Background: an optimization exercise with open tools, aiming at a short achievable clock period and few clock cycles per item. Do not read the settings as production practice.
In this exercise RTL edits were held to simulation tests only and were not proved equivalent to the original.

Design goertzel_multi, start of the top module:
module goertzel_multi #(
  parameter int NUM_BINS     = 4,
  parameter int LOG2_SAMPLES = 9,
  parameter int D_W          = 16,
  parameter int S_W          = 8,
  parameter int FRAC         = 14
) (
  input  logic                    dsp_clk,
  input  logic                    rst_n,
  input  logic                    start,
  input  logic                    coef_wr,
  input  logic [2:0]              coef_idx,
  input  logic [D_W-1:0]          coef_val,
  output logic [LOG2_SAMPLES-1:0] sample_address,
  input  logic [S_W-1:0]          sample_data_in,
  output logic                    busy,
  output logic                    mag_valid,
  input  logic                    mag_ready,
  output logic [2:0]              mag_bin,
  output logic [D_W-1:0]          mag_data,
  output logic                    frame_done
);
  localparam int NB  = 4;
  localparam int ND  = 8;            
  localparam int XREG = 1;           
  localparam int FIRST = 2 + XREG;   
  localparam int CNT_POST = FIRST + 512;   
  localparam int CNT_LOAD = FIRST + 514;   
  localparam logic [17:0] W_K = 18'(-4 * 21845);
  localparam logic [33:0] P_K = 34'(-(64'd21845 << 16) - (64'd21845 << 18));
  logic                    busy_q;
  logic [9:0]              cnt_q;
  logic [LOG2_SAMPLES-1:0] addr_q;
  logic                    clr_q;      
  logic                    clr2_q;
  logic                    xz_q;       
  logic                    mvalid_q;
  ...
Size: about 16000 cells after synthesis, roughly 63 I/O pins.
clock: 13.0 ns
lec_check: 0
cap_margin: 20
core_margin: 2
core_utilization: 40
slew_margin: 20
synth_hierarchical: 1
standard.sh (not shown) runs the stock make flow with config.mk's settings and CLKGATE_MAP_FILE= SYNTH_SCRIPT=/design/flow/synth_recipe.tcl, a recipe that flattens the netlist after the stock synthesis.
==> flow/flow/run.sh <==
#!/bin/bash
set -euo pipefail
bash standard.sh SETUP_SLACK_MARGIN=11 finish > standard_flow.log 2>&1
The first run ran to the end with no violations.
Testbench counts at the start, summed over its fixed seeds: cycles 12,528, frames 24.
Next try:
--- a/flow/design.v
+++ b/flow/design.v
@@ -166,36 +166,36 @@
     assign {l1[1], l1[0]} = csa(r[0], r[1], r[2]);
     assign {l1[3], l1[2]} = csa(r[3], r[4], r[5]);
     assign {l1[5], l1[4]} = csa(r[6], r[7], r[8]);
     assign {l2[1], l2[0]} = csa(l1[0], l1[1], l1[2]);
     assign {l2[3], l2[2]} = csa(l1[3], l1[4], l1[5]);
     assign {l3[1], l3[0]} = csa(l2[0], l2[1], l2[2]);
     assign l3[2] = l2[3];
     assign {l4[1], l4[0]} = csa(l3[0], l3[1], l3[2]);
-    logic [31:0] tot;
-    goertzel_multi_add32 u_add (.a(l4[0]), .b(l4[1]), .s(tot));
     logic [31:0] zoff, cx, altp, altn;
     assign zoff = {18'(neg_q[b][7]) + W_K, nlo};
     assign cx   = 32'($signed(coef_q[b]));
     assign altp = {w_q, nlo} + dp_q;
     assign altn = {w_q, nlo} + dn_q;
     logic [17:0] y;
     logic [17:0] ya;
     logic        selt, sela;
     assign ya   = sg_q ? altn[31:14] : altp[31:14];
     assign selt = !ov_q && !clr_q;
     assign sela = ov_q && !clr_q;
-    assign y    = ({18{!ov_q}} & tot[31:14]) | ({18{ov_q}} & ya);
+    goertzel_multi_addsel u_add (
+      .a(l4[0]), .b(l4[1]), .alt(ya), .selt(selt), .sela(sela), .y(y)
+    );
     logic [15:0]        s1c_q;        
     logic [ND-1:0]      aone_q, atwo_q, aneg_q;    
     logic [ND-1:0]      bone_q, btwo_q, bneg_q;    
     always_ff @(posedge dsp_clk) begin
-      s1_q  <= ({16{selt}} & tot[29:14]) | ({16{sela}} & ya[15:0]);
-      yh_q  <= ({2{selt}} & tot[31:30]) | ({2{sela}} & ya[17:16]);
+      s1_q  <= y[15:0];
+      yh_q  <= y[17:16];
       s2_q  <= s1s;
       w_q   <= 18'(xz_q ? 8'sd0 : x_in) - 18'(s1s) + 18'(neg_q[b][7]) + W_K;
       u_q   <= $signed(y);
       dp_q  <= (cx << 15) - cx - zoff;
       dn_q  <= 32'd0 - (cx << 15) - zoff;
       s1c_q <= s1s;
       {aneg_q, atwo_q, aone_q} <= booth_recode(s1s);
       {bneg_q, btwo_q, bone_q} <= booth_recode(s2_q);
@@ -265,15 +265,20 @@
   end
   assign sample_address = addr_q;
   assign busy           = busy_q;
   assign mag_valid      = mvalid_q;
   assign mag_bin        = bin_q;
   assign mag_data       = mag_q[0];
   assign frame_done     = done_q;
 endmodule
-module goertzel_multi_add32 (
+module goertzel_multi_addsel (
   input  logic [31:0] a,
   input  logic [31:0] b,
-  output logic [31:0] s
+  input  logic [17:0] alt,
+  input  logic        selt,
+  input  logic        sela,
+  output logic [17:0] y
 );
+  logic [31:0] s;
   assign s = a + b;
+  assign y = ({18{selt}} & s[31:14]) | ({18{sela}} & alt);
 endmodule
What happened: The new run completed without violations. Die area came out lower by 1.4%. Setup slack degrades by 120 ps. Non-clock buffer count is lower by 585. Core utilization fell by 3.2 points. First-iteration DRC count is higher by 2.4%.
Testbench counts after the change, summed over its fixed seeds: cycles 12,528, frames 24.


== v6 ==
The RTL this note starts from:
==> flow/design.v <==
module goertzel_multi #(
  parameter int NUM_BINS     = 4,
  parameter int LOG2_SAMPLES = 9,
  parameter int D_W          = 16,
  parameter int S_W          = 8,
  parameter int FRAC         = 14
) (
  input  logic                    dsp_clk,
  input  logic                    rst_n,
  input  logic                    start,
  input  logic                    coef_wr,
  input  logic [2:0]              coef_idx,
  input  logic [D_W-1:0]          coef_val,
  output logic [LOG2_SAMPLES-1:0] sample_address,
  input  logic [S_W-1:0]          sample_data_in,
  output logic                    busy,
  output logic                    mag_valid,
  input  logic                    mag_ready,
  output logic [2:0]              mag_bin,
  output logic [D_W-1:0]          mag_data,
  output logic                    frame_done
);
  localparam int NB  = 4;
  localparam int ND  = 8;            
  localparam int XREG = 1;           
  localparam int FIRST = 2 + XREG;   
  localparam int CNT_POST = FIRST + 512;   
  localparam int CNT_LOAD = FIRST + 514;   
  localparam logic [17:0] W_K = 18'(-4 * 21845);
  localparam logic [33:0] P_K = 34'(-(64'd21845 << 16) - (64'd21845 << 18));
  logic                    busy_q;
  logic [9:0]              cnt_q;
  logic [LOG2_SAMPLES-1:0] addr_q;
  logic                    clr_q;      
  logic                    clr2_q;
  logic                    xz_q;       
  logic                    mvalid_q;
  logic [2:0]              bin_q;
  logic                    done_q;
  logic [D_W-1:0]          mag_q [NB];
  logic [D_W-1:0]          coef_q [NB];
  logic [ND-1:0]           one_q  [NB];
  logic [ND-1:0]           two_q  [NB];
  logic [ND-1:0]           neg_q  [NB];
  logic                    accept;
  logic                    last_out;
  assign accept   = mvalid_q && mag_ready;
  assign last_out = (bin_q == 3'(NB - 1));
  function automatic logic [3*ND-1:0] booth_recode(input logic [15:0] c);
    logic b0, b1, b2;
    for (int i = 0; i < ND; i++) begin
      b0 = (i == 0) ? 1'b0 : c[2*i-1];
      b1 = c[2*i];
      b2 = c[2*i+1];
      booth_recode[i]      = b1 ^ b0;                              
      booth_recode[ND+i]   = (b2 & ~b1 & ~b0) | (~b2 & b1 & b0);   
      booth_recode[2*ND+i] = b2 & ~(b1 & b0);                      
    end
  endfunction
  function automatic logic [63:0] csa(input logic [31:0] a, input logic [31:0] b,
                                      input logic [31:0] c);
    csa = {(((a ^ b) & c) | (~(a ^ b) & a)) << 1, a ^ b ^ c};
  endfunction
  function automatic logic [67:0] csa34(input logic [33:0] a, input logic [33:0] b,
                                        input logic [33:0] c);
    csa34 = {((a & b) | (a & c) | (b & c)) << 1, a ^ b ^ c};
  endfunction
  always_ff @(posedge dsp_clk) begin
    if (!rst_n) begin
      busy_q   <= 1'b0;
      cnt_q    <= '0;
      addr_q   <= '0;
      mvalid_q <= 1'b0;
      bin_q    <= '0;
      done_q   <= 1'b0;
      for (int b = 0; b < NB; b++) begin
        coef_q[b] <= '0;
        one_q[b]  <= '0;
        two_q[b]  <= '0;
        neg_q[b]  <= '0;
      end
    end else begin
      done_q <= 1'b0;
      if (!busy_q) begin
        if (coef_wr && !coef_idx[2]) begin
          for (int b = 0; b < NB; b++) begin
            if (coef_idx[1:0] == 2'(b)) begin
              coef_q[b] <= coef_val;
              {neg_q[b], two_q[b], one_q[b]} <= booth_recode(coef_val);
            end
          end
        end
        if (start) begin
          busy_q <= 1'b1;
          cnt_q  <= 10'd1;
          addr_q <= 9'd1;
        end
      end else begin
        if (cnt_q != 10'(CNT_LOAD + 1)) cnt_q <= cnt_q + 1'b1;
        addr_q <= addr_q + 1'b1;
        if (cnt_q == 10'(CNT_LOAD)) begin
          mvalid_q <= 1'b1;
          bin_q    <= '0;
        end
        if (accept) begin
          if (last_out) begin
            mvalid_q <= 1'b0;
            busy_q   <= 1'b0;
            done_q   <= 1'b1;
            cnt_q    <= '0;
            addr_q   <= '0;
            bin_q    <= '0;
          end else begin
            bin_q <= bin_q + 1'b1;
          end
        end
      end
    end
  end
  always_ff @(posedge dsp_clk) begin
    clr2_q <= !rst_n || !busy_q || (accept && last_out);
    clr_q  <= (XREG == 0) ? (!rst_n || !busy_q || (accept && last_out))
                          : (!rst_n || clr2_q || (busy_q && cnt_q == 10'd1));
    xz_q   <= busy_q && (cnt_q == 10'(CNT_POST - 2));
  end
  logic signed [S_W-1:0] x_in, x_q;
  always_ff @(posedge dsp_clk) x_q <= $signed(sample_data_in);
  assign x_in = (XREG != 0) ? x_q : $signed(sample_data_in);
  logic [33:0] p_val [NB];
  for (genvar b = 0; b < NB; b++) begin : g_bin
    logic [15:0]        s1_q;         
    logic               ov_q;         
    logic               sg_q;         
    logic signed [15:0] s1s;          
    logic signed [15:0] s2_q;         
    logic [17:0]        w_q;          
    logic signed [17:0] u_q;          
    logic [31:0]        dp_q, dn_q;   
    assign s1s = ov_q ? {sg_q, {15{~sg_q}}} : s1_q;
    logic [16:0] row [ND];
    logic signed [16:0] s1x;
    assign s1x = 17'($signed(s1_q));
    for (genvar i = 0; i < ND; i++) begin : g_row
      logic [16:0] m, e;
      assign m = ({17{one_q[b][i]}} & s1x) | ({17{two_q[b][i]}} & {s1x[15:0], 1'b0});
      assign e = m ^ {17{neg_q[b][i]}};
      assign row[i] = {~e[16], e[15:0]};
    end
    logic [13:0] nlo;
    for (genvar i = 0; i < 7; i++) begin : g_nlo
      assign nlo[2*i]   = neg_q[b][i];
      assign nlo[2*i+1] = 1'b0;
    end
    logic [31:0] r [9];
    for (genvar i = 0; i < ND; i++) begin : g_r
      assign r[i] = 32'({15'd0, row[i]}) << (2 * i);
    end
    assign r[8] = {w_q, nlo};
    logic [31:0] l1 [6];
    logic [31:0] l2 [4];
    logic [31:0] l3 [3];
    logic [31:0] l4 [2];
    assign {l1[1], l1[0]} = csa(r[0], r[1], r[2]);
    assign {l1[3], l1[2]} = csa(r[3], r[4], r[5]);
    assign {l1[5], l1[4]} = csa(r[6], r[7], r[8]);
    assign {l2[1], l2[0]} = csa(l1[0], l1[1], l1[2]);
    assign {l2[3], l2[2]} = csa(l1[3], l1[4], l1[5]);
    assign {l3[1], l3[0]} = csa(l2[0], l2[1], l2[2]);
    assign l3[2] = l2[3];
    assign {l4[1], l4[0]} = csa(l3[0], l3[1], l3[2]);
    logic [31:0] tot;
    assign tot = l4[0] + l4[1];
    logic [31:0] zoff, cx, altp, altn;
    assign zoff = {18'(neg_q[b][7]) + W_K, nlo};
    assign cx   = 32'($signed(coef_q[b]));
    assign altp = {w_q, nlo} + dp_q;
    assign altn = {w_q, nlo} + dn_q;
    logic [17:0] y;
    logic        ovt, ovp, ovn, ovf;
    assign ovt = (tot[31] != tot[30]) || (tot[30] != tot[29]);
    assign ovp = (altp[31] != altp[30]) || (altp[30] != altp[29]);
    assign ovn = (altn[31] != altn[30]) || (altn[30] != altn[29]);
    assign y   = !ov_q ? tot[31:14] : sg_q ? altn[31:14] : altp[31:14];
    assign ovf = !ov_q ? ovt : sg_q ? ovn : ovp;
    logic [15:0]        s1c_q;        
    logic [ND-1:0]      aone_q, atwo_q, aneg_q;    
    logic [ND-1:0]      bone_q, btwo_q, bneg_q;    
    always_ff @(posedge dsp_clk) begin
      s1_q  <= clr_q ? 16'd0 : y[15:0];
      ov_q  <= clr_q ? 1'b0 : ovf;
      sg_q  <= y[17];
      s2_q  <= s1s;
      w_q   <= 18'(xz_q ? 8'sd0 : x_in) - 18'(s1s) + 18'(neg_q[b][7]) + W_K;
      u_q   <= $signed(y);
      dp_q  <= (cx << 15) - cx - zoff;
      dn_q  <= 32'd0 - (cx << 15) - zoff;
      s1c_q <= s1s;
      {aneg_q, atwo_q, aone_q} <= booth_recode(s1s);
      {bneg_q, btwo_q, bone_q} <= booth_recode(s2_q);
    end
    logic [33:0] q [18];
    logic signed [16:0] ax;
    logic signed [18:0] ux;
    assign ax = 17'($signed(s1c_q));
    assign ux = 19'(u_q);
    for (genvar i = 0; i < ND; i++) begin : g_prow
      logic [16:0] ma, ea;
      logic [18:0] mb, eb;
      logic        nb;
      assign ma = ({17{aone_q[i]}} & ax) | ({17{atwo_q[i]}} & {ax[15:0], 1'b0});
      assign ea = ma ^ {17{aneg_q[i]}};
      assign nb = ~bneg_q[i];
      assign mb = ({19{bone_q[i]}} & ux) | ({19{btwo_q[i]}} & {ux[17:0], 1'b0});
      assign eb = mb ^ {19{nb}};
      assign q[i]      = 34'({~ea[16], ea[15:0]}) << (2 * i);
      assign q[ND + i] = 34'({~eb[18], eb[17:0]}) << (2 * i);
      assign q[16][2*i]   = aneg_q[i];
      assign q[16][2*i+1] = 1'b0;
      assign q[17][2*i]   = nb;
      assign q[17][2*i+1] = 1'b0;
    end
    assign q[16][33:16] = P_K[33:16];
    assign q[17][33:16] = '0;
    logic [33:0] k1 [12];
    logic [33:0] k2 [8];
    logic [33:0] k3 [6];
    logic [33:0] k4 [4];
    logic [33:0] k5 [3];
    logic [33:0] k6 [2];
    for (genvar j = 0; j < 6; j++) begin : g_k1
      assign {k1[2*j+1], k1[2*j]} = csa34(q[3*j], q[3*j+1], q[3*j+2]);
    end
    for (genvar j = 0; j < 4; j++) begin : g_k2
      assign {k2[2*j+1], k2[2*j]} = csa34(k1[3*j], k1[3*j+1], k1[3*j+2]);
    end
    assign {k3[1], k3[0]} = csa34(k2[0], k2[1], k2[2]);
    assign {k3[3], k3[2]} = csa34(k2[3], k2[4], k2[5]);
    assign k3[4] = k2[6];
    assign k3[5] = k2[7];
    assign {k4[1], k4[0]} = csa34(k3[0], k3[1], k3[2]);
    assign {k4[3], k4[2]} = csa34(k3[3], k3[4], k3[5]);
    assign {k5[1], k5[0]} = csa34(k4[0], k4[1], k4[2]);
    assign k5[2] = k4[3];
    assign {k6[1], k6[0]} = csa34(k5[0], k5[1], k5[2]);
    logic [33:0] ps_q, pc_q;
    always_ff @(posedge dsp_clk) begin
      ps_q <= k6[0];
      pc_q <= k6[1];
    end
    assign p_val[b] = ps_q + pc_q;
  end
  function automatic logic [D_W-1:0] clamp(input logic [33:0] p);
    if (p[33]) clamp = '0;
    else if (|p[32:16]) clamp = '1;
    else clamp = p[15:0];
  endfunction
  always_ff @(posedge dsp_clk) begin
    if (busy_q && cnt_q == 10'(CNT_LOAD)) begin
      for (int b = 0; b < NB; b++) mag_q[b] <= clamp(p_val[b]);
    end else if (accept) begin
      for (int b = 0; b < NB - 1; b++) mag_q[b] <= mag_q[b+1];
    end
  end
  assign sample_address = addr_q;
  assign busy           = busy_q;
  assign mag_valid      = mvalid_q;
  assign mag_bin        = bin_q;
  assign mag_data       = mag_q[0];
  assign frame_done     = done_q;
endmodule
==> flow/config.mk <==
export PLATFORM = sky130hd
export DESIGN_NAME = goertzel_multi
export DESIGN_NICKNAME = goertzel_multi
export VERILOG_FILES = /design/flow/design.v
export SDC_FILE = /design/flow/constraint.sdc
export NUM_CORES = 4
export LEC_CHECK = 0
export CAP_MARGIN = 20
export CORE_MARGIN = 2
export CORE_UTILIZATION = 40
export SLEW_MARGIN = 20
==> flow/constraint.sdc <==
create_clock -name core_clock -period 13.0 [get_ports {dsp_clk}]
set_input_delay 2.6000 -clock core_clock [delete_from_list [all_inputs] [get_ports {dsp_clk}]]
set_output_delay 2.6000 -clock core_clock [all_outputs]
set_load 0.01 [all_outputs]
==> flow/flow/run.sh <==
#!/bin/bash
set -euo pipefail
bash standard.sh SETUP_SLACK_MARGIN=9.5 finish > standard_flow.log 2>&1
Both conditions hold for v6: the flow ran to the end and the final layout passed the timing, DRC and antenna checks.
Testbench counts of v6, summed over its fixed seeds: cycles 12,528, frames 24.
Setup changes, v6 to v7
--- a/flow/design.v
+++ b/flow/design.v
@@ -126,14 +126,17 @@
   logic signed [S_W-1:0] x_in, x_q;
   always_ff @(posedge dsp_clk) x_q <= $signed(sample_data_in);
   assign x_in = (XREG != 0) ? x_q : $signed(sample_data_in);
   logic [33:0] p_val [NB];
   for (genvar b = 0; b < NB; b++) begin : g_bin
     logic [15:0]        s1_q;         
+    logic [1:0]         yh_q;         
     logic               ov_q;         
     logic               sg_q;         
+    assign ov_q = (yh_q[1] != yh_q[0]) || (yh_q[0] != s1_q[15]);
+    assign sg_q = yh_q[1];
     logic signed [15:0] s1s;          
     logic signed [15:0] s2_q;         
     logic [17:0]        w_q;          
     logic signed [17:0] u_q;          
     logic [31:0]        dp_q, dn_q;   
     assign s1s = ov_q ? {sg_q, {15{~sg_q}}} : s1_q;
@@ -173,25 +176,24 @@
     logic [31:0] zoff, cx, altp, altn;
     assign zoff = {18'(neg_q[b][7]) + W_K, nlo};
     assign cx   = 32'($signed(coef_q[b]));
     assign altp = {w_q, nlo} + dp_q;
     assign altn = {w_q, nlo} + dn_q;
     logic [17:0] y;
-    logic        ovt, ovp, ovn, ovf;
-    assign ovt = (tot[31] != tot[30]) || (tot[30] != tot[29]);
-    assign ovp = (altp[31] != altp[30]) || (altp[30] != altp[29]);
-    assign ovn = (altn[31] != altn[30]) || (altn[30] != altn[29]);
-    assign y   = !ov_q ? tot[31:14] : sg_q ? altn[31:14] : altp[31:14];
-    assign ovf = !ov_q ? ovt : sg_q ? ovn : ovp;
+    logic [17:0] ya;
+    logic        selt, sela;
+    assign ya   = sg_q ? altn[31:14] : altp[31:14];
+    assign selt = !ov_q && !clr_q;
+    assign sela = ov_q && !clr_q;
+    assign y    = ({18{!ov_q}} & tot[31:14]) | ({18{ov_q}} & ya);
     logic [15:0]        s1c_q;        
     logic [ND-1:0]      aone_q, atwo_q, aneg_q;    
     logic [ND-1:0]      bone_q, btwo_q, bneg_q;    
     always_ff @(posedge dsp_clk) begin
-      s1_q  <= clr_q ? 16'd0 : y[15:0];
-      ov_q  <= clr_q ? 1'b0 : ovf;
-      sg_q  <= y[17];
+      s1_q  <= ({16{selt}} & tot[29:14]) | ({16{sela}} & ya[15:0]);
+      yh_q  <= ({2{selt}} & tot[31:30]) | ({2{sela}} & ya[17:16]);
       s2_q  <= s1s;
       w_q   <= 18'(xz_q ? 8'sd0 : x_in) - 18'(s1s) + 18'(neg_q[b][7]) + W_K;
       u_q   <= $signed(y);
       dp_q  <= (cx << 15) - cx - zoff;
       dn_q  <= 32'd0 - (cx << 15) - zoff;
       s1c_q <= s1s;
Findings:
Compared with v6, v7 shows a higher mean routed wirelength per cell.
Compared with v6, v7 shows a lower die height.
From v6 to v7 the numbers moved as follows: number of resized instances in the post-cts repair step went down 3.6%; synthesized instance count held; clock period minus final worst setup slack went up 14 ps; die area went down about 0.7%.
Compared with v6, in v7 worst setup slack now smaller.
The lower longest individual stage delay on the worst path came out of v7.
Final critical-path share of the clock period: v7 vs v6 — no meaningful difference
Testbench counts of v7, summed over its fixed seeds: cycles 12,528, frames 24.

re-timing with driven ports:
In the flow no input, the clock included, has a driving cell. The finished layouts below were timed again as built, in two steps. Step 1 sets driving cells, clkbuf_16 on the clock port and buf_2 on the other inputs (assumed; they add their load-dependent delay and slew). Step 2, shift: input delay + t, output delay - t, t = (earliest + latest rising clock arrival at the registers) / 2. This alone moves slack from input paths to output paths. Slacks: no drivers / after step 1 / after step 2; pairs: no drivers / after step 1.
run	shift t [ns]	setup slack, ns	hold slack, ns	worst register clock-pin slew, ns
the first run of note 1	0.988	8.429 / 8.429 / 8.429	0.454 / 0.454 / 0.454	0.07 / 0.07
the second run of note 1	0.982	8.305 / 8.305 / 8.305	0.443 / 0.443 / 0.443	0.08 / 0.08
v6	0.978	7.763 / 7.763 / 7.763	0.423 / 0.423 / 0.423	0.07 / 0.07
v7	1.021	7.748 / 7.748 / 7.748	0.418 / 0.418 / 0.418	0.08 / 0.08
After both steps setup and hold are still met in every run listed.
